What follows belongs to an exercise in optimizing a design on an open flow for a short achievable clock period and few clock cycles; a production flow would make more cautious choices.
In this exercise RTL edits were held to simulation tests only and were not proved equivalent to the original.
Power and IR drop assume default switching activity.

`flow/config.mk`:
```
export PLATFORM = sky130hd
export DESIGN_NAME = lc3b_core
export DESIGN_NICKNAME = lc3b_core
export VERILOG_FILES = /design/flow/design.v
export SDC_FILE = /design/flow/constraint.sdc
export NUM_CORES = 4
export LEC_CHECK = 0
export ABC_CLOCK_PERIOD_IN_PS = 2500
export CAP_MARGIN = 20
export CORE_MARGIN = 2
export CORE_UTILIZATION = 40
export SETUP_SLACK_MARGIN = 5
export SLEW_MARGIN = 20
export SYNTH_MEMORY_MAX_BITS = 8192
export TNS_END_PERCENT = 20
```
`flow/constraint.sdc`:
```
create_clock -name core_clock -period 8.0 [get_ports {clk}]
set_input_delay 1.6000 -clock core_clock [delete_from_list [all_inputs] [get_ports {clk}]]
set_output_delay 1.6000 -clock core_clock [all_outputs]
set_load 0.01 [all_outputs]
```
`flow/design.v`:
```
package lc3b_pkg;
typedef union packed {
    struct packed {
        logic [3:0] opcode;
        logic [2:0] dr;
        logic [2:0] sr1;
        logic       imm;           
        logic [4:0] tail;          
    } opr;
    struct packed {
        logic [3:0] opcode;
        logic [2:0] dr;            
        logic [2:0] base;
        logic [5:0] offset6;
    } mem;
} lc3b_instr_t;
function automatic logic [2:0] lc3b_nzp(input logic [16-1:0] value);
    logic [2:0] cc;
    if (value[16-1])
        cc = 3'b100;
    else if (value == '0)
        cc = 3'b010;
    else
        cc = 3'b001;
    lc3b_nzp = cc;
endfunction
endpackage
`timescale 1ns/10ps
module lc3b_core
(
    input  logic                        clk,
    input  logic                        rst,
    input  logic                        instr_valid,
    input  logic [16-1:0]     instr,
    output logic                        instr_ready,
    output logic                        wb_valid,
    output logic [2:0]                  wb_dr,
    output logic [16-1:0]     wb_data,
    output logic [2:0]                  wb_cc
);
localparam int NB = 8;
function automatic logic [4:0] bank_key(input int b);
    bank_key = 5'((b * 9) % 32);
endfunction
logic        ready_q;
logic [15:0] pc;
logic        q_v;
logic [1:0]  q_gap;             
logic [15:0] q_w;
logic [15:0] q_npc;
logic        q_wr;
logic        q_late;
logic [1:0]  q_sp;              
logic        a_v, a_wr, a_late, a_setcc;
logic [1:0]  a_sp;
logic [2:0]  a_dr;
logic        a_add, a_and, a_not, a_shf, a_lea, a_ldr, a_ldi, a_str, a_sti;
logic        a_shl, a_sra;
logic [3:0]  a_amt;
logic [7:0]  a_off;
logic [15:0] a_lea_val;
logic [15:0] a_x, a_y, a_s;
logic        a_x_f1, a_x_f2, a_x_f3, a_y_f1, a_y_f2, a_y_f3, a_s_f1, a_s_f2, a_s_f3;
logic        a_x_r1, a_x_r2, a_y_r1, a_y_r2, a_s_r1, a_s_r2, a_s_m1;
logic        r_v, r_wr, r_late, r_setcc;
logic [1:0]  r_sp;
logic [2:0]  r_dr;
logic        r_add, r_and, r_not, r_shf, r_rd, r_ldi, r_str, r_sti;
logic        r_shl, r_sra;
logic [3:0]  r_amt;
logic [15:0] r_res;
logic [15:0] r_x, r_y, r_s;
logic        r_x_r1, r_x_r2, r_y_r1, r_y_r2, r_s_r1, r_s_r2, r_s_m1;
logic [7:0]  r_addr;
logic [4:0]  r_alo [NB];
logic [2:0]  r_ahi;
logic        m_v, m_wr, m_setcc, m_ldi, m_sti, m_st;
logic [2:0]  m_dr;
logic [15:0] m_res;
logic [15:0] m_s;
logic        m_s_m1;
logic [7:0]  m_addr;
logic [4:0]  m_plo [NB];
logic [2:0]  m_phi;
logic        w_v, w_wr, w_setcc;
logic [2:0]  w_dr;
logic [15:0] w_res;
logic [15:0] rf [8];
logic [255:0][15:0] dmem;
logic [3:0] i_op;
logic [2:0] i_dr, i_s1, i_s2;
logic       i_use2, i_alu, i_mem, i_st;
logic       i_m1_1, i_m2_1, i_m1_2, i_m2_2;
logic [1:0] i_ga1, i_ga2, i_gl1, i_gl2, i_ga, i_gl;
logic [1:0] i_gap;
logic       i_late;
logic [1:0] i_sp;
logic       acc;
logic [1:0] gap_next;
assign i_op = instr[15:12];
assign i_dr = instr[11:9];
assign i_s1 = instr[8:6];
assign i_s2 = instr[2:0];
assign i_alu = (i_op == 4'b0001) || (i_op == 4'b0101)
            || (i_op == 4'b1001) || (i_op == 4'b1101);
assign i_use2 = ((i_op == 4'b0001) || (i_op == 4'b0101)) && !instr[5];
assign i_mem = (i_op == 4'b0110) || (i_op == 4'b1010)
            || (i_op == 4'b0111) || (i_op == 4'b1011);
assign i_st = (i_op == 4'b0111) || (i_op == 4'b1011);
assign i_m1_1 = q_v && q_wr && q_w[11:9] == i_s1;
assign i_m2_1 = a_v && a_wr && a_dr == i_s1;
assign i_m1_2 = q_v && q_wr && q_w[11:9] == i_s2;
assign i_m2_2 = a_v && a_wr && a_dr == i_s2;
assign i_ga1 = i_m1_1 ? q_sp : ((i_m2_1 && a_sp == 2'd2) ? 2'd1 : 2'd0);
assign i_ga2 = !i_use2 ? 2'd0 : (i_m1_2 ? q_sp : ((i_m2_2 && a_sp == 2'd2) ? 2'd1 : 2'd0));
assign i_gl1 = (i_m1_1 && q_sp == 2'd2) ? 2'd1 : 2'd0;
assign i_gl2 = (i_use2 && i_m1_2 && q_sp == 2'd2) ? 2'd1 : 2'd0;
assign i_ga = (i_ga1 > i_ga2) ? i_ga1 : i_ga2;
assign i_gl = i_gl1 | i_gl2;
always_comb
begin
    i_late = 1'b0;
    i_gap = 2'd0;
    if (i_mem)
        i_gap = i_ga1;                       
    else if (i_alu && i_ga != 2'd0)
    begin
        i_late = 1'b1;
        i_gap = i_gl;
    end
    case (i_op)
        4'b0110: i_sp = 2'd1;
        4'b1010: i_sp = 2'd2;
        default:      i_sp = i_late ? 2'd1 : 2'd0;
    endcase
end
assign instr_ready = ready_q;
assign acc = instr_valid && q_gap == 2'd0;
assign gap_next = (q_gap != 2'd0) ? q_gap - 2'd1 : (acc ? i_gap : 2'd0);
always_ff @(posedge clk)
begin
    if (rst)
    begin
        ready_q <= 1'b1;
        pc <= 16'h3000;
        q_v <= 1'b0;
        q_gap <= 2'd0;
    end
    else
    begin
        ready_q <= (gap_next == 2'd0);
        q_gap <= gap_next;
        if (q_gap == 2'd0)
        begin
            q_v <= acc;
            if (acc)
                pc <= pc + 16'd2;
        end
    end
end
always_ff @(posedge clk)
begin
    if (acc)
    begin
        q_w <= instr;
        q_npc <= pc + 16'd2;
        q_wr <= !i_st;
        q_late <= i_late;
        q_sp <= i_sp;
    end
end
logic        d_v;
logic [3:0]  d_op;
logic [2:0]  d_dr, d_s1, d_s2;
logic        d_use2;
logic [15:0] d_rx, d_ry, d_rs;
logic        w_wen;
assign d_v = q_v && q_gap == 2'd0;
assign d_op = q_w[15:12];
assign d_dr = q_w[11:9];
assign d_s1 = q_w[8:6];
assign d_s2 = q_w[2:0];
assign d_use2 = ((d_op == 4'b0001) || (d_op == 4'b0101)) && !q_w[5];
assign w_wen = w_v && w_wr;
function automatic logic [15:0] rf_read(input logic [2:0] r, input logic [15:0] rf0,
    input logic [15:0] rf1, input logic [15:0] rf2, input logic [15:0] rf3,
    input logic [15:0] rf4, input logic [15:0] rf5, input logic [15:0] rf6,
    input logic [15:0] rf7, input logic wv, input logic [2:0] wr, input logic [15:0] wd);
    logic [15:0] v;
    case (r)
        3'd0: v = rf0;
        3'd1: v = rf1;
        3'd2: v = rf2;
        3'd3: v = rf3;
        3'd4: v = rf4;
        3'd5: v = rf5;
        3'd6: v = rf6;
        default: v = rf7;
    endcase
    rf_read = (wv && wr == r) ? wd : v;
endfunction
assign d_rx = rf_read(d_s1, rf[0], rf[1], rf[2], rf[3], rf[4], rf[5], rf[6], rf[7], w_wen, w_dr, w_res);
assign d_ry = rf_read(d_s2, rf[0], rf[1], rf[2], rf[3], rf[4], rf[5], rf[6], rf[7], w_wen, w_dr, w_res);
assign d_rs = rf_read(d_dr, rf[0], rf[1], rf[2], rf[3], rf[4], rf[5], rf[6], rf[7], w_wen, w_dr, w_res);
logic d_k1x, d_k2x, d_k3x, d_k1y, d_k2y, d_k3y, d_k1s, d_k2s, d_k3s;
assign d_k1x = a_v && a_wr && a_dr == d_s1;
assign d_k2x = !d_k1x && r_v && r_wr && r_dr == d_s1;
assign d_k3x = !d_k1x && !d_k2x && m_v && m_wr && m_dr == d_s1;
assign d_k1y = a_v && a_wr && a_dr == d_s2;
assign d_k2y = !d_k1y && r_v && r_wr && r_dr == d_s2;
assign d_k3y = !d_k1y && !d_k2y && m_v && m_wr && m_dr == d_s2;
assign d_k1s = a_v && a_wr && a_dr == d_dr;
assign d_k2s = !d_k1s && r_v && r_wr && r_dr == d_dr;
assign d_k3s = !d_k1s && !d_k2s && m_v && m_wr && m_dr == d_dr;
always_ff @(posedge clk)
begin
    if (rst)
        a_v <= 1'b0;
    else
        a_v <= d_v;
end
always_ff @(posedge clk)
begin
    a_wr <= q_wr;
    a_late <= q_late;
    a_sp <= q_sp;
    a_setcc <= (d_op != 4'b1110);
    a_dr <= d_dr;
    a_add <= (d_op == 4'b0001);
    a_and <= (d_op == 4'b0101);
    a_not <= (d_op == 4'b1001);
    a_shf <= (d_op == 4'b1101);
    a_lea <= (d_op == 4'b1110);
    a_ldr <= (d_op == 4'b0110);
    a_ldi <= (d_op == 4'b1010);
    a_str <= (d_op == 4'b0111);
    a_sti <= (d_op == 4'b1011);
    a_shl <= !q_w[4];
    a_sra <= q_w[5];
    a_amt <= q_w[3:0];
    a_off <= {{2{q_w[5]}}, q_w[5:0]};
    a_lea_val <= q_npc + {{6{q_w[8]}}, q_w[8:0], 1'b0};
    a_x <= d_rx;
    a_y <= d_use2 ? d_ry : {{11{q_w[4]}}, q_w[4:0]};
    a_s <= d_rs;
    a_x_f1 <= d_k1x && a_sp == 2'd0;
    a_x_f2 <= d_k2x && r_sp != 2'd2;
    a_x_f3 <= d_k3x;
    a_y_f1 <= d_use2 && d_k1y && a_sp == 2'd0;
    a_y_f2 <= d_use2 && d_k2y && r_sp != 2'd2;
    a_y_f3 <= d_use2 && d_k3y;
    a_s_f1 <= d_k1s && a_sp == 2'd0;
    a_s_f2 <= d_k2s && r_sp != 2'd2;
    a_s_f3 <= d_k3s;
    a_x_r1 <= d_k1x && a_sp != 2'd2;
    a_x_r2 <= d_k2x;
    a_y_r1 <= d_use2 && d_k1y && a_sp != 2'd2;
    a_y_r2 <= d_use2 && d_k2y;
    a_s_r1 <= d_k1s && a_sp != 2'd2;
    a_s_r2 <= d_k2s;
    a_s_m1 <= d_k1s;
end
function automatic logic [15:0] alu(input logic add, input logic and_, input logic not_,
    input logic shl, input logic sra, input logic [3:0] amt,
    input logic [15:0] x, input logic [15:0] y);
    logic [15:0] v;
    if (add)
        v = x + y;
    else if (and_)
        v = x & y;
    else if (not_)
        v = ~x;
    else if (shl)
        v = x << amt;
    else if (!sra)
        v = x >> amt;
    else
        v = $signed(x) >>> amt;
    alu = v;
endfunction
logic [15:0] ax, ay, as_;
logic [15:0] a_alu;
logic [7:0]  a_wa;
assign ax  = a_x_f1 ? r_res : (a_x_f2 ? m_res : (a_x_f3 ? w_res : a_x));
assign ay  = a_y_f1 ? r_res : (a_y_f2 ? m_res : (a_y_f3 ? w_res : a_y));
assign as_ = a_s_f1 ? r_res : (a_s_f2 ? m_res : (a_s_f3 ? w_res : a_s));
assign a_alu = alu(a_add, a_and, a_not, a_shl, a_sra, a_amt, ax, ay);
assign a_wa = ax[8:1] + a_off;
always_ff @(posedge clk)
begin
    if (rst)
        r_v <= 1'b0;
    else
        r_v <= a_v;
end
always_ff @(posedge clk)
begin
    r_wr <= a_wr;
    r_late <= a_late;
    r_sp <= a_sp;
    r_setcc <= a_setcc;
    r_dr <= a_dr;
    r_add <= a_add;
    r_and <= a_and;
    r_not <= a_not;
    r_shf <= a_shf;
    r_rd <= a_ldr || a_ldi || a_sti;
    r_ldi <= a_ldi;
    r_str <= a_str;
    r_sti <= a_sti;
    r_shl <= a_shl;
    r_sra <= a_sra;
    r_amt <= a_amt;
    r_res <= a_lea ? a_lea_val : a_alu;
    r_x <= ax;
    r_y <= ay;
    r_s <= as_;
    r_x_r1 <= a_x_r1;
    r_x_r2 <= a_x_r2;
    r_y_r1 <= a_y_r1;
    r_y_r2 <= a_y_r2;
    r_s_r1 <= a_s_r1;
    r_s_r2 <= a_s_r2;
    r_s_m1 <= a_s_m1;
    r_addr <= a_wa;
    for (int b = 0; b < NB; b++)
        r_alo[b] <= a_wa[4:0] ^ bank_key(b);
    r_ahi <= a_wa[7:5];
end
function automatic logic [15:0] mem_read(input logic [255:0][15:0] mem,
    input logic [NB*5-1:0] lo, input logic [2:0] hi);
    logic [15:0] bank_out [NB];
    logic [31:0][15:0] words;
    for (int b = 0; b < NB; b++)
    begin
        for (int j = 0; j < 32; j++)
            words[j] = mem[b * 32 + int'(5'(j) ^ bank_key(b))];
        bank_out[b] = words[lo[b*5 +: 5]];
    end
    mem_read = bank_out[hi];
endfunction
logic [15:0] rx, ry, rs;
logic [15:0] r_alu;
logic [15:0] r_mrd;
logic [15:0] r_rdata;
logic [15:0] r_out;
logic [NB*5-1:0] r_alo_v;
logic [15:0] ms;
logic [7:0]  m_waddr;
logic        m_we;
assign rx = r_x_r1 ? m_res : (r_x_r2 ? w_res : r_x);
assign ry = r_y_r1 ? m_res : (r_y_r2 ? w_res : r_y);
assign rs = r_s_r1 ? m_res : (r_s_r2 ? w_res : r_s);
assign r_alu = alu(r_add, r_and, r_not, r_shl, r_sra, r_amt, rx, ry);
always_comb
    for (int b = 0; b < NB; b++)
        r_alo_v[b*5 +: 5] = r_alo[b];
assign r_mrd = mem_read(dmem, r_alo_v, r_ahi);
assign r_rdata = (m_we && m_waddr == r_addr) ? ms : r_mrd;
assign r_out = r_late ? r_alu : (r_rd ? r_rdata : r_res);
always_ff @(posedge clk)
begin
    if (rst)
        m_v <= 1'b0;
    else
        m_v <= r_v;
end
always_ff @(posedge clk)
begin
    m_wr <= r_wr;
    m_setcc <= r_setcc;
    m_dr <= r_dr;
    m_ldi <= r_ldi;
    m_sti <= r_sti;
    m_st <= r_str || r_sti;
    m_res <= r_out;
    m_s <= rs;
    m_s_m1 <= r_s_m1;
    m_addr <= r_addr;
    for (int b = 0; b < NB; b++)
        m_plo[b] <= r_rdata[5:1] ^ bank_key(b);
    m_phi <= r_rdata[8:6];
end
logic [NB*5-1:0] m_plo_v;
logic [15:0] m_mrd;
assign ms = m_s_m1 ? w_res : m_s;
assign m_we = m_v && m_st;
assign m_waddr = m_sti ? m_res[8:1] : m_addr;
always_comb
    for (int b = 0; b < NB; b++)
        m_plo_v[b*5 +: 5] = m_plo[b];
assign m_mrd = mem_read(dmem, m_plo_v, m_phi);
always_ff @(posedge clk)
begin
    for (int k = 0; k < 256; k++)
        if (m_we && m_waddr == 8'(k))
            dmem[k] <= ms;
end
always_ff @(posedge clk)
begin
    if (rst)
        w_v <= 1'b0;
    else
        w_v <= m_v;
end
always_ff @(posedge clk)
begin
    w_wr <= m_wr;
    w_setcc <= m_setcc;
    w_dr <= m_dr;
    w_res <= m_ldi ? m_mrd : m_res;
end
always_ff @(posedge clk)
begin
    if (rst)
    begin
        for (int i = 0; i < 8; i++)
            rf[i] <= '0;
    end
    else if (w_wen)
        rf[w_dr] <= w_res;
end
always_ff @(posedge clk)
begin
    if (rst)
    begin
        wb_valid <= 1'b0;
        wb_cc <= 3'b010;
    end
    else
    begin
        wb_valid <= w_wen;
        if (w_wen && w_setcc)
            wb_cc <= lc3b_pkg::lc3b_nzp(w_res);
    end
end
always_ff @(posedge clk)
begin
    if (w_wen)
    begin
        wb_dr <= w_dr;
        wb_data <= w_res;
    end
end
endmodule
```
`flow/run.sh`:
```
#!/bin/bash
# synth_recipe.tcl (not shown) runs the flow's synth.tcl, then flattens the netlist and writes it again
# the make line also repeats each setting of config.mk as NAME=value (left out here)
make -C /OpenROAD-flow-scripts/flow DESIGN_CONFIG=/design/flow/config.mk WORK_HOME=/design/flow/orfs CLKGATE_MAP_FILE= SYNTH_SCRIPT=/design/flow/synth_recipe.tcl finish
```
==> results of run 1 <==
stage by stage:
stage	cell area [um^2]	instances	hold WS (ps)
final	261000	20000	323
after detailed placement	230000	18400	312
after global routing	261000	19900	331
after global placement	230000	18400	313
after CTS	256000	19700	326
after floorplan	219000	11600	310
timing repair:
item / in CTS / in global routing
gates resized for setup: 911 / 346
pin swaps: 142 / 167
endpoints found under the setup margin: 5044 / 4121
buffers inserted: 301 / 249
gates cloned: 90 / 20
flip-flops by register name, summed over array words and instances, names as in the netlist, 4 cells and up:
register / flops
r_s: 16
a_lea_val: 15
m_res: 16
a_s: 16
m_plo: 10
m_addr: 8
q_npc: 15
r_x: 16
rf: 128
r_amt: 4
m_s: 16
r_alo: 9
a_y: 16
r_y: 16
a_x: 16
wb_data: 16
a_off: 5
q_w: 16
w_res: 16
pc: 15
dmem: 4096
r_res: 16
area by class of cell:
cell class,count,area [um^2],area share (%)
Inverter,120,519,0.199
Multi-Input combinational cell,5955,85000,32.6
Clock inverter,294,2780,1.07
Clock buffer,602,12900,4.95
Timing Repair Buffer,1132,15400,5.91
Tap cell,7234,9050,3.47
Sequential cell,4595,135000,51.8
Antenna cell,26,65.1,0.0250
worst max-delay path: stages (launching register included):
cell     delay (ps)
dfxtp_4         890
buf_4           580
mux4_2          460
mux2i_4         370
o22ai_1         280
nor4_4          600
nand2_2         190
nand2_4         230
o21ai_2          90
path summary, 6_finish.rpt:
check	endpoint	startpoint	slack [ps]
worst min-delay path	r_str	a_str	320
worst min register to register	r_str	a_str	320
worst max register to register	w_res[4]	m_plo[7][3]	4000
worst max-delay path	w_res[4]	m_plo[7][3]	4000
power by group:
group	switching (mW)	internal, mW	total (mW)
logic	20.1	14.8	34.9
registers	0.682	27.1	27.8
clock network	9.89	12.7	22.6
total	30.6	54.7	85.3
cell usage after synthesis (16+ instances only):
library cell / number
mux2i_1: 461
nand2_1: 459
o221ai_1: 32
o21a_1: 22
nand2b_1: 53
xor2_1: 76
mux2_2: 95
edfxtp_1: 4278
nor2b_1: 42
a211oi_1: 43
clkbuf_1: 491
buf_1: 132
buf_6: 37
nor3_1: 78
a22oi_1: 53
nand3_1: 96
o22ai_1: 138
a31oi_1: 42
a221oi_1: 35
buf_2: 206
inv_1: 100
mux4_2: 2514
nor2_1: 519
and3_1: 18
o21ai_0: 277
nand4_1: 17
a21oi_1: 220
or2_2: 16
or3_1: 31
buf_4: 65
a22o_1: 17
dfxtp_1: 317
o211ai_1: 34
xnor2_1: 40
ha_1: 57
nor4_1: 48
and2_1: 149
routing by layer:
metal | vias up | global-route usage [%] | wire, um
met4 | 40 | 15.8 | 54600
met1 | 72300 | 37.9 | 290000
met5 | - | 0.0874 | 371
li1 | 50900 | - | -
met2 | 10200 | 43.8 | 368000
met3 | 2049 | 9.76 | 115000
cells by family (layout without fill, tap and decap cells):
kind of cell	Yosys count	in the layout	share of synthesized area, %
simple gates	1589	1589	3.39
flops	4595	4595	61.7
fa+ha+maj	61	61	0.363
mux	3082	3084	28.6
compound gates	1105	1105	3.27
buf+inv	1054	2148	2.18
other cells	0	26	0
xor+xnor	116	116	0.465
==> results.py, run 1 <==
metrics = {
    "layout": {
        "num-fill-cells": 44300,
        "nets": 12400,
        "area_growth_pct": 19.3,
        "drive_gt1_share_pct": 41.7,
        "utilization_pct": 47.9,
        "layout_commonest_cell": "edfxtp_1",
        "final_cell_mix": "edfxtp_1, mux4_2, buf_4",
    },
    "cts": {
        "cts_made_buffers": 482,
        "cts_root_buf": "clkbuf_16",
        "cts_hold_buf": 0,
        "clock_path_buffers": 4,
        "h-tree-depth": 5,
        "clock_latency_ps": 1110,
        "clock_sink_count": 4595,
        "clkSlewWorstSetupHoldPaths_ps": 70,
        "tritoncts": "done",
    },
    "yosys": {
        "synth.top_cell.area_share_pct": 58.8,
        "synth_ff_type": "edfxtp_1",
        "yosysWarningCount": 5,
        "syn-num-nets": 11700,
        "yosysTopAreaCell": "edfxtp_1",
        "synth-edff-count": 4278,
        "syn_inst": 11600,
        "ys_ff_latch": 4595,
        "syn_avg_cell_area_um2": 18.8,
        "yosysSeqAreaShare_pct": 61.7,
        "ys_async_sr_fraction_pct": 0,
        "syn_area_um2": 219000,
        "synthTopCellsByArea": "edfxtp_1, mux4_2, dfxtp_1, mux2i_1, nor2_1",
        "synth_cell_types": 87,
    },
    "sta": {
        "slew_viol_final": 0,
        "setup_ws_ps": 4000,
        "setup_viol": 0,
        "min_period_ps": 4000,
        "hold_viol": 0,
        "setup_tns_ps": 0,
        "slew_headroom_pct": 11.7,
        "skew_ps": 126,
        "grt_setup_unrepaired": "true",
        "timing.fmax_mhz": 250,
        "worstMarginPinSlew_ps": 1320,
        "finalCritPeriodShare_pct": 50.1,
    },
    "drt": {
        "routed-via-count": 135000,
        "ant_nets": 0,
        "drt_wl_total_mm": 828,
        "initialDrtViolationCount": 23400,
        "via_per_inst": 6.79,
        "drtPass1Iterations": 8,
        "drc": 0,
        "wire_per_inst_um": 41.5,
    },
    "power": {
        "power_density_nw_per_um2": 327,
        "max-vdd-ir-drop_uv": 236,
        "leakagePower_nw": 82.9,
        "p_total_mw": 85.3,
    },
    "place": {
        "gp_congestion": 0.971,
        "hpwl_mm": 487,
        "preCtsSetupSlack_ps": 2200,
        "portBuffers": 42,
    },
    "min_path": {
        "hold_depth": 0,
        "hold_class": "register to register",
    },
    "floorplan": {
        "io_pins": 43,
        "std_cell_rows": 271,
        "die_y_um": 743,
        "die_area_um2": 552000,
        "coreArea_um2": 545000,
        "initial_core_util_pct": 40.1,
        "fp.dieW_um": 743,
    },
    "setup_path": {
        "r2r_cells": 8,
        "crit_required_ps": 8900,
        "critPathKind": "register to register",
        "start_kind": "register",
        "cp_data_arrival_time_ps": 4910,
        "cp-end-kind": "register",
        "path_max_fanout": 24,
    },
    "global_routing": {
        "globalRouteOverflowTotal": 0,
        "grt.total_usage_pct": 29.3,
        "grt_start_max_net_pins": 181,
        "antenna_found_initial": 66,
        "grt_pass1_wl_mm": 1120,
        "grt_pass1_vias": 132000,
    },
    "run": {
        "maxCapViolCount": 0,
    },
    "outcome": {
        "status": "timing/DRC/antenna clean",
    },
}
Testbench counts, summed over its fixed seeds: cycles 28,349.
==> inputs of run 2 (changes only) <==
--- a/flow/design.v
+++ b/flow/design.v
@@ -38,9 +38,23 @@
     output logic [16-1:0]     wb_data,
     output logic [2:0]                  wb_cc
 );
-localparam int NB = 8;
-function automatic logic [4:0] bank_key(input int b);
-    bank_key = 5'((b * 9) % 32);
+function automatic logic [255:0] decode8(input logic [7:0] x);
+    logic [15:0] l;
+    logic [15:0] h;
+    for (int k = 0; k < 16; k++)
+    begin
+        l[k] = (x[3:0] == 4'(k));
+        h[k] = (x[7:4] == 4'(k));
+    end
+    for (int k = 0; k < 256; k++)
+        decode8[k] = l[k & 15] && h[k >> 4];
+endfunction
+function automatic logic [15:0] mem_read(input logic [255:0][15:0] mem, input logic [255:0] wl);
+    logic [15:0] v;
+    v = '0;
+    for (int k = 0; k < 256; k++)
+        v = v | ({16{wl[k]}} & mem[k]);
+    mem_read = v;
 endfunction
 logic        ready_q;
 logic [15:0] pc;
@@ -72,16 +86,14 @@
 logic [15:0] r_x, r_y, r_s;
 logic        r_x_r1, r_x_r2, r_y_r1, r_y_r2, r_s_r1, r_s_r2, r_s_m1;
 logic [7:0]  r_addr;
-logic [4:0]  r_alo [NB];
-logic [2:0]  r_ahi;
+logic [255:0] r_wl;
 logic        m_v, m_wr, m_setcc, m_ldi, m_sti, m_st;
 logic [2:0]  m_dr;
 logic [15:0] m_res;
 logic [15:0] m_s;
 logic        m_s_m1;
 logic [7:0]  m_addr;
-logic [4:0]  m_plo [NB];
-logic [2:0]  m_phi;
+logic [255:0] m_wl;
 logic        w_v, w_wr, w_setcc;
 logic [2:0]  w_dr;
 logic [15:0] w_res;
@@ -323,28 +335,13 @@
     r_s_r2 <= a_s_r2;
     r_s_m1 <= a_s_m1;
     r_addr <= a_wa;
-    for (int b = 0; b < NB; b++)
-        r_alo[b] <= a_wa[4:0] ^ bank_key(b);
-    r_ahi <= a_wa[7:5];
+    r_wl <= (a_ldr || a_ldi || a_str || a_sti) ? decode8(a_wa) : '0;
 end
-function automatic logic [15:0] mem_read(input logic [255:0][15:0] mem,
-    input logic [NB*5-1:0] lo, input logic [2:0] hi);
-    logic [15:0] bank_out [NB];
-    logic [31:0][15:0] words;
-    for (int b = 0; b < NB; b++)
-    begin
-        for (int j = 0; j < 32; j++)
-            words[j] = mem[b * 32 + int'(5'(j) ^ bank_key(b))];
-        bank_out[b] = words[lo[b*5 +: 5]];
-    end
-    mem_read = bank_out[hi];
-endfunction
 logic [15:0] rx, ry, rs;
 logic [15:0] r_alu;
 logic [15:0] r_mrd;
 logic [15:0] r_rdata;
 logic [15:0] r_out;
-logic [NB*5-1:0] r_alo_v;
 logic [15:0] ms;
 logic [7:0]  m_waddr;
 logic        m_we;
@@ -352,10 +349,7 @@
 assign ry = r_y_r1 ? m_res : (r_y_r2 ? w_res : r_y);
 assign rs = r_s_r1 ? m_res : (r_s_r2 ? w_res : r_s);
 assign r_alu = alu(r_add, r_and, r_not, r_shl, r_sra, r_amt, rx, ry);
-always_comb
-    for (int b = 0; b < NB; b++)
-        r_alo_v[b*5 +: 5] = r_alo[b];
-assign r_mrd = mem_read(dmem, r_alo_v, r_ahi);
+assign r_mrd = mem_read(dmem, r_wl);
 assign r_rdata = (m_we && m_waddr == r_addr) ? ms : r_mrd;
 assign r_out = r_late ? r_alu : (r_rd ? r_rdata : r_res);
 always_ff @(posedge clk)
@@ -377,19 +371,13 @@
     m_s <= rs;
     m_s_m1 <= r_s_m1;
     m_addr <= r_addr;
-    for (int b = 0; b < NB; b++)
-        m_plo[b] <= r_rdata[5:1] ^ bank_key(b);
-    m_phi <= r_rdata[8:6];
+    m_wl <= r_ldi ? decode8(r_rdata[8:1]) : '0;
 end
-logic [NB*5-1:0] m_plo_v;
 logic [15:0] m_mrd;
 assign ms = m_s_m1 ? w_res : m_s;
 assign m_we = m_v && m_st;
 assign m_waddr = m_sti ? m_res[8:1] : m_addr;
-always_comb
-    for (int b = 0; b < NB; b++)
-        m_plo_v[b*5 +: 5] = m_plo[b];
-assign m_mrd = mem_read(dmem, m_plo_v, m_phi);
+assign m_mrd = mem_read(dmem, m_wl);
 always_ff @(posedge clk)
 begin
     for (int k = 0; k < 256; k++)
--- a/flow/config.mk
+++ b/flow/config.mk
@@ -12,4 +12,4 @@
 export SETUP_SLACK_MARGIN = 5
 export SLEW_MARGIN = 20
 export SYNTH_MEMORY_MAX_BITS = 8192
-export TNS_END_PERCENT = 20
+export TNS_END_PERCENT = 100
==> results.py, run 2 <==
metrics = {
    "outcome": {
        "status": "aborted with a tool error",
        "haltStage": "5_1_grt",
        "stop_error": "[ERROR GRT-0116] Global routing finished with congestion. Check the congestion regions in the DRC Viewer.",
    },
    "yosys": {
        "syn-num-nets": 14900,
        "syn_inst": 14900,
        "yosysWarningCount": 1,
        "synth_top_cells_by_count": "edfxtp_1, a22oi_1, a221oi_1",
        "syn_area_um2": 210000,
        "post-synth-top-count-cell": "edfxtp_1",
        "synthTopCellsByArea": "edfxtp_1, dfxtp_1, a221oi_1, a22o_1, a22oi_1",
        "ys_ff_latch": 5089,
        "synth_cell_types": 88,
        "ys_async_sr_fraction_pct": 0,
        "syn_avg_cell_area_um2": 14.2,
        "yosysSeqAreaShare_pct": 68.8,
        "synth.top_cell.area_share_pct": 61.1,
        "synth-edff-count": 4278,
        "synth_ff_type": "edfxtp_1",
        "yosysTopAreaCell": "edfxtp_1",
    },
    "global_routing": {
        "grt.total_usage_pct": 113,
        "grt_pass1_vias": 273000,
        "grt_start_max_net_pins": 196,
        "globalRouteOverflowTotal": 70100,
        "grt_pass1_wl_mm": 3870,
    },
    "cts": {
        "cts_made_buffers": 578,
        "clock_sink_count": 5089,
        "h-tree-depth": 6,
        "cts_root_buf": "clkbuf_16",
        "cts_hold_buf": 0,
        "clock_path_buffers": 4,
    },
    "floorplan": {
        "die_y_um": 729,
        "io_pins": 43,
        "std_cell_rows": 266,
        "initial_core_util_pct": 40.1,
        "fp.dieW_um": 729,
    },
    "place": {
        "gp_congestion": 1.66,
        "dp.cells": 22100,
        "portBuffers": 42,
        "hpwl_mm": 1920,
        "preCtsSetupSlack_ps": 1180,
    },
}
-- run 2: cell types whose count changed after synthesis, moves of 95 or more --
cell      before   now
mux4_2      2514    59
a22oi_1       53  1449
a221oi_1      35  1352
a22o_1        17  1330
clkbuf_1     491  1344
nand4_1       17   636
dfxtp_1      317   811
mux2i_1      461   148
nor3_1        78   390
buf_2        206    37
nand3_1       96   229
nor2_1       519   651
buf_1        132    36
o22ai_1      138    43
-- run 2: worst max path at each step --
stage	from	end	slack, ps	depth (start not counted)
after global placement	a_x_f3	r_wl[68]	430	14
after CTS	w_res[2]	r_wl[26]	3950	16
after floorplan	instr[0]	ready_q	4210	12
after detailed placement	a_x_f3	r_wl[26]	1180	14
-- run 2: cells by family after synthesis --
kind of cell             share of synthesized area, %
flip-flops                                       68.8
AO/OA/AOI/OAI                                    18.7
AND/OR/NAND/NOR                                  7.17
buffers and inverters                            2.74
multiplexers                                     1.73
XOR/XNOR                                        0.512
adder cells (fa/ha/maj)                         0.377
-- run 2: power groups by stage --
stage	Sequential (mW)	Clock, mW	Combinational, mW
floorplan	30.1	0	2.53
global placement	30.4	0	5.35
detailed placement	30.3	0	5.30
CTS	29.7	27.4	8.54
-- run 2: stage by stage --
step           util (%)  instance area, um^2  hold WS (ps)
3_3_place_gp       44.1               231000           316
4_1_cts            52.7               277000           326
3_5_place_dp       44.2               232000           312
2_1_floorplan         -               212000           310
-- run 2: what timing repair did --
item,4_1_cts
setup buffers,904
pin swaps,561
gates resized for setup,3604
endpoints found under the setup margin,6181
cloned,71
-- run 2: metal layers --
metal	overflow	track usage (%)
met5	1088	97.7
met4	8686	107
met3	10300	106
met2	34000	128
met1	16000	109
Testbench counts of run 2, summed over its fixed seeds: cycles 28,349.
==> inputs of run 3 (changes only) <==
--- a/flow/design.v
+++ b/flow/design.v
@@ -49,6 +49,32 @@
     for (int k = 0; k < 256; k++)
         decode8[k] = l[k & 15] && h[k >> 4];
 endfunction
+function automatic logic [255:0] decode8_sum(input logic [7:0] x, input logic [7:0] y);
+    logic [7:0] h, g, p;
+    logic [3:0] z [8];
+    logic [15:0] lo;
+    logic [31:0] hi;
+    h = x ^ y;
+    g = x & y;
+    p = x | y;
+    z[0][0] = !h[0];
+    z[0][1] = !h[0];
+    z[0][2] = h[0];
+    z[0][3] = h[0];
+    for (int i = 1; i < 8; i++)
+    begin
+        z[i][0] = !(h[i] ^ p[i-1]);
+        z[i][2] = h[i] ^ p[i-1];
+        z[i][1] = !(h[i] ^ g[i-1]);
+        z[i][3] = h[i] ^ g[i-1];
+    end
+    for (int k = 0; k < 16; k++)
+        lo[k] = z[0][(k << 1) & 3] && z[1][k & 3] && z[2][(k >> 1) & 3] && z[3][(k >> 2) & 3];
+    for (int k = 0; k < 32; k++)
+        hi[k] = z[4][k & 3] && z[5][(k >> 1) & 3] && z[6][(k >> 2) & 3] && z[7][(k >> 3) & 3];
+    for (int k = 0; k < 256; k++)
+        decode8_sum[k] = lo[k & 15] && hi[k >> 3];
+endfunction
 function automatic logic [15:0] mem_read(input logic [255:0][15:0] mem, input logic [255:0] wl);
     logic [15:0] v;
     v = '0;
@@ -85,7 +111,8 @@
 logic [15:0] r_res;
 logic [15:0] r_x, r_y, r_s;
 logic        r_x_r1, r_x_r2, r_y_r1, r_y_r2, r_s_r1, r_s_r2, r_s_m1;
-logic [7:0]  r_addr;
+logic [7:0]  r_base;
+logic [7:0]  r_off;
 logic [255:0] r_wl;
 logic        m_v, m_wr, m_setcc, m_ldi, m_sti, m_st;
 logic [2:0]  m_dr;
@@ -292,12 +319,10 @@
 endfunction
 logic [15:0] ax, ay, as_;
 logic [15:0] a_alu;
-logic [7:0]  a_wa;
 assign ax  = a_x_f1 ? r_res : (a_x_f2 ? m_res : (a_x_f3 ? w_res : a_x));
 assign ay  = a_y_f1 ? r_res : (a_y_f2 ? m_res : (a_y_f3 ? w_res : a_y));
 assign as_ = a_s_f1 ? r_res : (a_s_f2 ? m_res : (a_s_f3 ? w_res : a_s));
 assign a_alu = alu(a_add, a_and, a_not, a_shl, a_sra, a_amt, ax, ay);
-assign a_wa = ax[8:1] + a_off;
 always_ff @(posedge clk)
 begin
     if (rst)
@@ -334,12 +359,14 @@
     r_s_r1 <= a_s_r1;
     r_s_r2 <= a_s_r2;
     r_s_m1 <= a_s_m1;
-    r_addr <= a_wa;
-    r_wl <= (a_ldr || a_ldi || a_str || a_sti) ? decode8(a_wa) : '0;
+    r_base <= ax[8:1];
+    r_off <= a_off;
+    r_wl <= (a_ldr || a_ldi || a_str || a_sti) ? decode8_sum(ax[8:1], a_off) : '0;
 end
 logic [15:0] rx, ry, rs;
 logic [15:0] r_alu;
 logic [15:0] r_mrd;
+logic [7:0]  r_addr;
 logic [15:0] r_rdata;
 logic [15:0] r_out;
 logic [15:0] ms;
@@ -350,7 +377,12 @@
 assign rs = r_s_r1 ? m_res : (r_s_r2 ? w_res : r_s);
 assign r_alu = alu(r_add, r_and, r_not, r_shl, r_sra, r_amt, rx, ry);
 assign r_mrd = mem_read(dmem, r_wl);
-assign r_rdata = (m_we && m_waddr == r_addr) ? ms : r_mrd;
+assign r_addr = r_base + r_off;
+logic [255:0] m_wdec;
+logic         r_hit;
+assign m_wdec = decode8(m_waddr);
+assign r_hit = m_we && |(r_wl & m_wdec);
+assign r_rdata = r_hit ? ms : r_mrd;
 assign r_out = r_late ? r_alu : (r_rd ? r_rdata : r_res);
 always_ff @(posedge clk)
 begin
@@ -381,7 +413,7 @@
 always_ff @(posedge clk)
 begin
     for (int k = 0; k < 256; k++)
-        if (m_we && m_waddr == 8'(k))
+        if (m_we && m_wdec[k])
             dmem[k] <= ms;
 end
 always_ff @(posedge clk)
==> results.py, run 3 <==
metrics = {
    "outcome": {
        "status": "aborted with a tool error",
        "haltStage": "5_1_grt",
        "stop_error": "[ERROR GRT-0116] Global routing finished with congestion. Check the congestion regions in the DRC Viewer.",
    },
    "floorplan": {
        "io_pins": 43,
        "std_cell_rows": 267,
        "die_y_um": 733,
        "fp.dieW_um": 733,
        "initial_core_util_pct": 40.2,
    },
    "yosys": {
        "syn_area_um2": 212000,
        "synthTopCellsByArea": "edfxtp_1, dfxtp_1, a22oi_1, a22o_1, a221oi_1",
        "synthAdderAreaFrac_pct": 0.456,
        "ys_ff_latch": 5082,
        "synth_top_family_by_area": "compound AO/OA/AOI/OAI gates",
        "synth_top_cells_by_count": "edfxtp_1, a22oi_1, clkbuf_1",
        "synth_compound_area_share_pct": 19.0,
        "yosysSeqAreaShare_pct": 68.1,
        "syn_avg_cell_area_um2": 13.9,
        "synthMuxAreaShare_pct": 2.13,
        "synth-xor-area-share_pct": 0.581,
        "synth-edff-count": 4278,
        "syn_inst": 15200,
        "yosysWarningCount": 2,
        "post-synth-top-count-cell": "edfxtp_1",
        "synth_ff_type": "edfxtp_1",
        "synth.top_cell.area_share_pct": 60.5,
        "syn-num-nets": 15300,
        "synth_cell_types": 95,
        "synthSimpleGateAreaFrac_pct": 7.07,
        "ys_async_sr_fraction_pct": 0,
        "yosysTopAreaCell": "edfxtp_1",
    },
    "cts": {
        "clock_path_buffers": 4,
        "h-tree-depth": 6,
        "cts_hold_buf": 0,
        "clock_sink_count": 5082,
        "cts_made_buffers": 573,
        "cts_root_buf": "clkbuf_16",
    },
    "global_routing": {
        "grt_pass1_vias": 266000,
        "grt_pass1_wl_mm": 3880,
        "globalRouteOverflowTotal": 66800,
        "grt_start_max_net_pins": 256,
        "grt.total_usage_pct": 112,
    },
    "place": {
        "portBuffers": 42,
        "dp.cells": 22500,
        "preCtsSetupSlack_ps": 2440,
        "hpwl_mm": 1910,
        "gp_congestion": 1.59,
    },
}
run 3: cell types whose count changed after synthesis, moves of 49 or more:
cell and delta:
nor2_1 +434, clkbuf_1 -52, a221oi_1 -76, a22oi_1 +210, nor3b_1 -52, a22o_1 -49
nor3_1 -250
run 3: stage by stage:
step	utilization, %	area, um^2
2_1_floorplan	-	213000
3_3_place_gp	44.0	233000
3_5_place_dp	44.2	234000
4_1_cts	51.4	272000
run 3: cells by family after synthesis:
logic type,count (synthesis)
AOI/OAI and AO/OA,5057
xor gates and xnor gates,141
adders and majority gates,75
buffers and inverters,1489
DFF,5082
muxes,329
and+or+nand+nor,3053
run 3: how the worst max path moves through the flow:
stage	slack [ps]	to	start	cells past startpoint
detailed placement	2440	m_wl[50]	m_sti	10
CTS	3970	m_res[0]	m_sti	14
global placement	2190	m_wl[33]	m_sti	12
floorplan	4090	m_wl[131]	m_s_m1	8
run 3: power by group through the flow:
stage | logic (mW) | clock network (mW) | registers [mW]
floorplan | 2.13 | 0 | 30.1
global placement | 4.50 | 0 | 30.3
detailed placement | 4.49 | 0 | 30.3
CTS | 5.14 | 27.3 | 29.7
run 3: timing repair:
action                                  in CTS
endpoints found under the setup margin    7331
resized for setup                         2417
pin swaps                                  376
gates cloned                                32
setup buffers                              779
run 3: per-layer routing:
metal | GRT usage, % | overflow
met5 | 96.5 | 961
met4 | 106 | 8502
met3 | 104 | 9040
met2 | 128 | 34000
met1 | 107 | 14200
Testbench counts of run 3, summed over its fixed seeds: cycles 28,349.
==> inputs of run 4 (changes only) <==
--- a/flow/design.v
+++ b/flow/design.v
@@ -38,49 +38,14 @@
     output logic [16-1:0]     wb_data,
     output logic [2:0]                  wb_cc
 );
-function automatic logic [255:0] decode8(input logic [7:0] x);
-    logic [15:0] l;
-    logic [15:0] h;
-    for (int k = 0; k < 16; k++)
-    begin
-        l[k] = (x[3:0] == 4'(k));
-        h[k] = (x[7:4] == 4'(k));
-    end
-    for (int k = 0; k < 256; k++)
-        decode8[k] = l[k & 15] && h[k >> 4];
-endfunction
-function automatic logic [255:0] decode8_sum(input logic [7:0] x, input logic [7:0] y);
-    logic [7:0] h, g, p;
-    logic [3:0] z [8];
-    logic [15:0] lo;
-    logic [31:0] hi;
-    h = x ^ y;
-    g = x & y;
-    p = x | y;
-    z[0][0] = !h[0];
-    z[0][1] = !h[0];
-    z[0][2] = h[0];
-    z[0][3] = h[0];
-    for (int i = 1; i < 8; i++)
-    begin
-        z[i][0] = !(h[i] ^ p[i-1]);
-        z[i][2] = h[i] ^ p[i-1];
-        z[i][1] = !(h[i] ^ g[i-1]);
-        z[i][3] = h[i] ^ g[i-1];
-    end
-    for (int k = 0; k < 16; k++)
-        lo[k] = z[0][(k << 1) & 3] && z[1][k & 3] && z[2][(k >> 1) & 3] && z[3][(k >> 2) & 3];
-    for (int k = 0; k < 32; k++)
-        hi[k] = z[4][k & 3] && z[5][(k >> 1) & 3] && z[6][(k >> 2) & 3] && z[7][(k >> 3) & 3];
-    for (int k = 0; k < 256; k++)
-        decode8_sum[k] = lo[k & 15] && hi[k >> 3];
+localparam int NB = 8;
+localparam int NS = 4;
+localparam int NC = NB * NS;
+function automatic logic [4:0] lo_key(input int b, input int s);
+    lo_key = 5'(b * NS + s);
 endfunction
-function automatic logic [15:0] mem_read(input logic [255:0][15:0] mem, input logic [255:0] wl);
-    logic [15:0] v;
-    v = '0;
-    for (int k = 0; k < 256; k++)
-        v = v | ({16{wl[k]}} & mem[k]);
-    mem_read = v;
+function automatic logic [2:0] hi_key(input int s);
+    hi_key = 3'(s);
 endfunction
 logic        ready_q;
 logic [15:0] pc;
@@ -111,16 +76,17 @@
 logic [15:0] r_res;
 logic [15:0] r_x, r_y, r_s;
 logic        r_x_r1, r_x_r2, r_y_r1, r_y_r2, r_s_r1, r_s_r2, r_s_m1;
-logic [7:0]  r_base;
-logic [7:0]  r_off;
-logic [255:0] r_wl;
+logic [7:0]  r_addr;
+logic [NC*5-1:0] r_alo;
+logic [NS*3-1:0] r_ahi;
 logic        m_v, m_wr, m_setcc, m_ldi, m_sti, m_st;
 logic [2:0]  m_dr;
 logic [15:0] m_res;
 logic [15:0] m_s;
 logic        m_s_m1;
 logic [7:0]  m_addr;
-logic [255:0] m_wl;
+logic [NC*5-1:0] m_plo;
+logic [NS*3-1:0] m_phi;
 logic        w_v, w_wr, w_setcc;
 logic [2:0]  w_dr;
 logic [15:0] w_res;
@@ -319,10 +285,12 @@
 endfunction
 logic [15:0] ax, ay, as_;
 logic [15:0] a_alu;
+logic [7:0]  a_wa;
 assign ax  = a_x_f1 ? r_res : (a_x_f2 ? m_res : (a_x_f3 ? w_res : a_x));
 assign ay  = a_y_f1 ? r_res : (a_y_f2 ? m_res : (a_y_f3 ? w_res : a_y));
 assign as_ = a_s_f1 ? r_res : (a_s_f2 ? m_res : (a_s_f3 ? w_res : a_s));
 assign a_alu = alu(a_add, a_and, a_not, a_shl, a_sra, a_amt, ax, ay);
+assign a_wa = ax[8:1] + a_off;
 always_ff @(posedge clk)
 begin
     if (rst)
@@ -359,14 +327,36 @@
     r_s_r1 <= a_s_r1;
     r_s_r2 <= a_s_r2;
     r_s_m1 <= a_s_m1;
-    r_base <= ax[8:1];
-    r_off <= a_off;
-    r_wl <= (a_ldr || a_ldi || a_str || a_sti) ? decode8_sum(ax[8:1], a_off) : '0;
+    r_addr <= a_wa;
+    for (int b = 0; b < NB; b++)
+        for (int t = 0; t < NS; t++)
+            r_alo[(b*NS+t)*5 +: 5] <= a_wa[4:0] ^ lo_key(b, t);
+    for (int t = 0; t < NS; t++)
+        r_ahi[t*3 +: 3] <= a_wa[7:5] ^ hi_key(t);
 end
+function automatic logic [15:0] mem_read(input logic [255:0][15:0] mem,
+    input logic [NC*5-1:0] lo, input logic [NS*3-1:0] hi);
+    logic [NB-1:0][3:0] bank_out;
+    logic [NB-1:0][3:0] banks;
+    logic [31:0][3:0] words;
+    logic [15:0] v;
+    for (int t = 0; t < NS; t++)
+    begin
+        for (int b = 0; b < NB; b++)
+        begin
+            for (int j = 0; j < 32; j++)
+                words[j] = mem[b * 32 + int'(5'(j) ^ lo_key(b, t))][t*4 +: 4];
+            bank_out[b] = words[lo[(b*NS+t)*5 +: 5]];
+        end
+        for (int h = 0; h < NB; h++)
+            banks[h] = bank_out[int'(3'(h) ^ hi_key(t))];
+        v[t*4 +: 4] = banks[hi[t*3 +: 3]];
+    end
+    mem_read = v;
+endfunction
 logic [15:0] rx, ry, rs;
 logic [15:0] r_alu;
 logic [15:0] r_mrd;
-logic [7:0]  r_addr;
 logic [15:0] r_rdata;
 logic [15:0] r_out;
 logic [15:0] ms;
@@ -376,13 +366,8 @@
 assign ry = r_y_r1 ? m_res : (r_y_r2 ? w_res : r_y);
 assign rs = r_s_r1 ? m_res : (r_s_r2 ? w_res : r_s);
 assign r_alu = alu(r_add, r_and, r_not, r_shl, r_sra, r_amt, rx, ry);
-assign r_mrd = mem_read(dmem, r_wl);
-assign r_addr = r_base + r_off;
-logic [255:0] m_wdec;
-logic         r_hit;
-assign m_wdec = decode8(m_waddr);
-assign r_hit = m_we && |(r_wl & m_wdec);
-assign r_rdata = r_hit ? ms : r_mrd;
+assign r_mrd = mem_read(dmem, r_alo, r_ahi);
+assign r_rdata = (m_we && m_waddr == r_addr) ? ms : r_mrd;
 assign r_out = r_late ? r_alu : (r_rd ? r_rdata : r_res);
 always_ff @(posedge clk)
 begin
@@ -403,17 +388,21 @@
     m_s <= rs;
     m_s_m1 <= r_s_m1;
     m_addr <= r_addr;
-    m_wl <= r_ldi ? decode8(r_rdata[8:1]) : '0;
+    for (int b = 0; b < NB; b++)
+        for (int t = 0; t < NS; t++)
+            m_plo[(b*NS+t)*5 +: 5] <= r_rdata[5:1] ^ lo_key(b, t);
+    for (int t = 0; t < NS; t++)
+        m_phi[t*3 +: 3] <= r_rdata[8:6] ^ hi_key(t);
 end
 logic [15:0] m_mrd;
 assign ms = m_s_m1 ? w_res : m_s;
 assign m_we = m_v && m_st;
 assign m_waddr = m_sti ? m_res[8:1] : m_addr;
-assign m_mrd = mem_read(dmem, m_wl);
+assign m_mrd = mem_read(dmem, m_plo, m_phi);
 always_ff @(posedge clk)
 begin
     for (int k = 0; k < 256; k++)
-        if (m_we && m_wdec[k])
+        if (m_we && m_waddr == 8'(k))
             dmem[k] <= ms;
 end
 always_ff @(posedge clk)
==> results.py, run 4 <==
metrics = {
    "setup_path": {
        "critical-path-top-delay-family": "simple AND/OR/NAND/NOR gates",
        "reg2reg_setup_slack_ps": 3930,
        "regToRegStartpoint": "r_ahi[6]",
        "cp_slowest_cell": "buf_4",
        "r2r_cells": 10,
        "path_max_fanout": 17,
        "crit_required_ps": 9030,
        "worstReg2RegEnd": "m_res[9]",
        "start_kind": "register",
        "slowest_delay_ps": 640,
        "cp_data_arrival_time_ps": 5100,
        "cp-end-kind": "register",
        "cp_cell_sequence": "inv_2 > buf_4 > nand2_1 > o22ai_1 > nor4_4 > nor4_4 > buf_6 > o211ai_1 > nand2_1 > and3_1",
        "critPathKind": "register to register",
        "critical_path_buf_inv_count": 3,
    },
    "floorplan": {
        "coreArea_um2": 544000,
        "initial_core_util_pct": 40.1,
        "fp.dieW_um": 742,
        "die_y_um": 742,
        "io_pins": 43,
        "die_area_um2": 551000,
        "std_cell_rows": 271,
    },
    "yosys": {
        "synth_ff_type": "edfxtp_1",
        "syn-num-nets": 12100,
        "syn_avg_cell_area_um2": 18.1,
        "synth-edff-count": 4278,
        "synth.top_cell.area_share_pct": 58.9,
        "synthTopCellsByArea": "edfxtp_1, mux4_2, dfxtp_1, mux2i_1, nor2_1",
        "ys_async_sr_fraction_pct": 0,
        "ys_ff_latch": 4599,
        "yosysSeqAreaShare_pct": 61.9,
        "post-synth-top-count-cell": "edfxtp_1",
        "yosysTopAreaCell": "edfxtp_1",
        "synth_top_cells_by_count": "edfxtp_1, mux4_2, nor2_1",
        "syn_area_um2": 218000,
        "syn_inst": 12000,
        "synth_cell_types": 82,
        "yosysWarningCount": 1,
    },
    "place": {
        "dp.cells": 18800,
        "gp_congestion": 0.962,
        "portBuffers": 42,
        "hpwl_mm": 499,
    },
    "drt": {
        "drtPass1Iterations": 7,
        "routed-via-count": 140000,
        "drc": 0,
        "ant_nets": 0,
        "wire_per_inst_um": 41.4,
        "via_per_inst": 6.81,
        "initialDrtViolationCount": 24800,
        "drt_wl_total_mm": 851,
    },
    "power": {
        "switching_share_pct": 36.7,
        "p_int_mw": 55.5,
        "max-vdd-ir-drop_uv": 322,
        "leakagePower_nw": 84.3,
        "power_frac_comb_pct": 41.7,
        "clkPwrFrac_pct": 26.5,
        "sequentialPowerShare_pct": 31.8,
        "switchingPower_mw": 32.1,
        "power_density_nw_per_um2": 333,
    },
    "sta": {
        "slew_headroom_pct": 18.5,
        "setup_viol": 0,
        "skew_ps": 91.7,
        "timing.fmax_mhz": 246,
        "worstMarginPinSlew_ps": 1220,
        "slew_viol_final": 0,
        "grt_setup_unrepaired": "true",
        "setup_tns_ps": 0,
        "finalCritPeriodShare_pct": 50.9,
        "min_period_ps": 4070,
        "hold_viol": 0,
    },
    "global_routing": {
        "antenna_found_initial": 61,
        "grt_pass1_vias": 136000,
        "globalRouteOverflowTotal": 0,
        "grt_start_max_net_pins": 228,
        "grt_pass1_wl_mm": 1140,
        "grt.total_usage_pct": 30.0,
    },
    "layout": {
        "area_growth_pct": 20.7,
        "layoutNonFillerInstCount": 20600,
        "largest_reg_flops": 4096,
        "nets": 13000,
        "layout_commonest_cell": "edfxtp_1",
        "final_cell_mix": "edfxtp_1, mux4_2, buf_4",
        "reg_top3": "dmem (4096), rf (128)",
        "regMostFlops": "dmem",
        "drive_gt1_share_pct": 41.5,
        "utilization_pct": 48.4,
    },
    "min_path": {
        "hold_depth": 0,
        "min_from": "a_setcc",
        "min_to": "r_setcc",
        "hold_class": "register to register",
    },
    "cts": {
        "clkSlewWorstSetupHoldPaths_ps": 60,
        "cts_made_buffers": 479,
        "h-tree-depth": 5,
        "clock_path_buffers": 4,
        "cts_root_buf": "clkbuf_16",
        "clock_latency_ps": 1120,
        "clock_sink_count": 4599,
        "tritoncts": "done",
    },
    "run": {
        "maxCapViolCount": 0,
    },
    "outcome": {
        "status": "timing/DRC/antenna clean",
    },
}
[run 4: routing by layer]
layer  vias to the layer above  part of all wire [%]  global-route usage [%]  wire (um)
met4                        28                   7.1                    17.5      60800
met1                     73800                    34                    39.0     293000
met3                      2340                    15                    9.95     124000
met5                         -                 0.043                  0.0524        362
met2                     11200                    44                    44.2     372000
li1                      52800                     -                       -          -
[run 4: cells by family after synthesis]
logic type               after synthesis  synth area share [%]
buffers and inverters               1088                  2.14
AND/OR/NAND/NOR                     1769                  3.76
adder cells (fa/ha/maj)               61                 0.364
XOR/XNOR                             120                 0.482
multiplexers                        2815                  26.5
AO/OA/AOI/OAI                       1565                  4.88
flip-flops                          4599                  61.9
[run 4: repair_timing]
action,4_1_cts,5_1_grt
resized for setup,1252,309
setup endpoints to repair,5950,1514
hold buffers,0,0
endpoints found under the hold margin,0,0
buffers inserted,463,229
cloned,108,22
pin swaps,256,170
[run 4: worst max-delay path by stage]
| stage | startpoint | slack, ps | depth (start not counted) | endpoint |
|---|---|---|---|---|
| 5_1_grt | r_alo[156] | 4160 | 11 | m_res[9] |
| 6_report | r_ahi[6] | 3930 | 10 | m_res[9] |
| 4_1_cts | r_ahi[6] | 4320 | 10 | m_res[9] |
| 3_3_place_gp | r_alo[156] | 1560 | 10 | m_res[9] |
| 3_5_place_dp | r_alo[150] | 2790 | 11 | m_res[11] |
| 2_1_floorplan | instr[0] | 4520 | 12 | ready_q |
[run 4: area by class of cell]
type | count | area [um^2]
tap | 7234 | 9050
clock inverter | 298 | 3440
multi-input combinational | 6333 | 84400
clock buffer | 595 | 12700
timing repair inverter | 2 | 12.5
sequential | 4599 | 135000
antenna | 25 | 62.6
inverter | 114 | 489
fill | 44300 | 281000
timing repair buffer | 1368 | 17800
[run 4: through the flow]
| stage | cell area (um^2) | hold WS [ps] | total power, mW | setup WS [ps] |
|---|---|---|---|---|
| 3_5_place_dp | 230000 | 312 | 56.7 | 2790 |
| 5_1_grt | 263000 | 332 | 88.8 | 4160 |
| 2_1_floorplan | 219000 | 310 | 45.0 | 4520 |
| 6_report | 263000 | 321 | 87.6 | 3930 |
| 4_1_cts | 259000 | 323 | 85.1 | 4320 |
| 3_3_place_gp | 229000 | 316 | 56.4 | 1560 |
[run 4: power groups by stage]
| stage | clock [mW] | sequential (mW) | combinational, mW |
|---|---|---|---|
| 6_report | 23.2 | 27.8 | 36.5 |
| 4_1_cts | 23.3 | 27.8 | 33.9 |
| 5_1_grt | 24.3 | 27.8 | 36.8 |
| 2_1_floorplan | 0 | 27.8 | 17.1 |
| 3_3_place_gp | 0 | 28.7 | 27.7 |
| 3_5_place_dp | 0 | 28.7 | 28.0 |
Testbench counts of run 4, summed over its fixed seeds: cycles 28,349.

re-timing with driven ports:
In the flow no input, the clock included, has a driving cell. The finished layouts below were timed again as built, in two steps. Step 1 assumes that a clkbuf_16 drives the clock port and a buf_2 every other input. Step 2, shift: input delay + t, output delay - t, t = (earliest + latest rising clock arrival at the registers) / 2. This alone moves slack from input paths to output paths. Three values: ideal ports, drivers, drivers and shift; two values: the first two.
run | t, ns | setup slack, ns | worst register clock-pin slew, ns
run 1 | 1.167 | 3.995 / 3.995 / 3.564 | 0.07 / 0.07
run 4 | 1.220 | 3.928 / 3.928 / 3.928 | 0.07 / 0.07
After both steps every run listed still meets setup and hold. The setup slack of run 1, which loses most, moves by 0.000 ns with the drivers and by -0.431 ns with both steps.
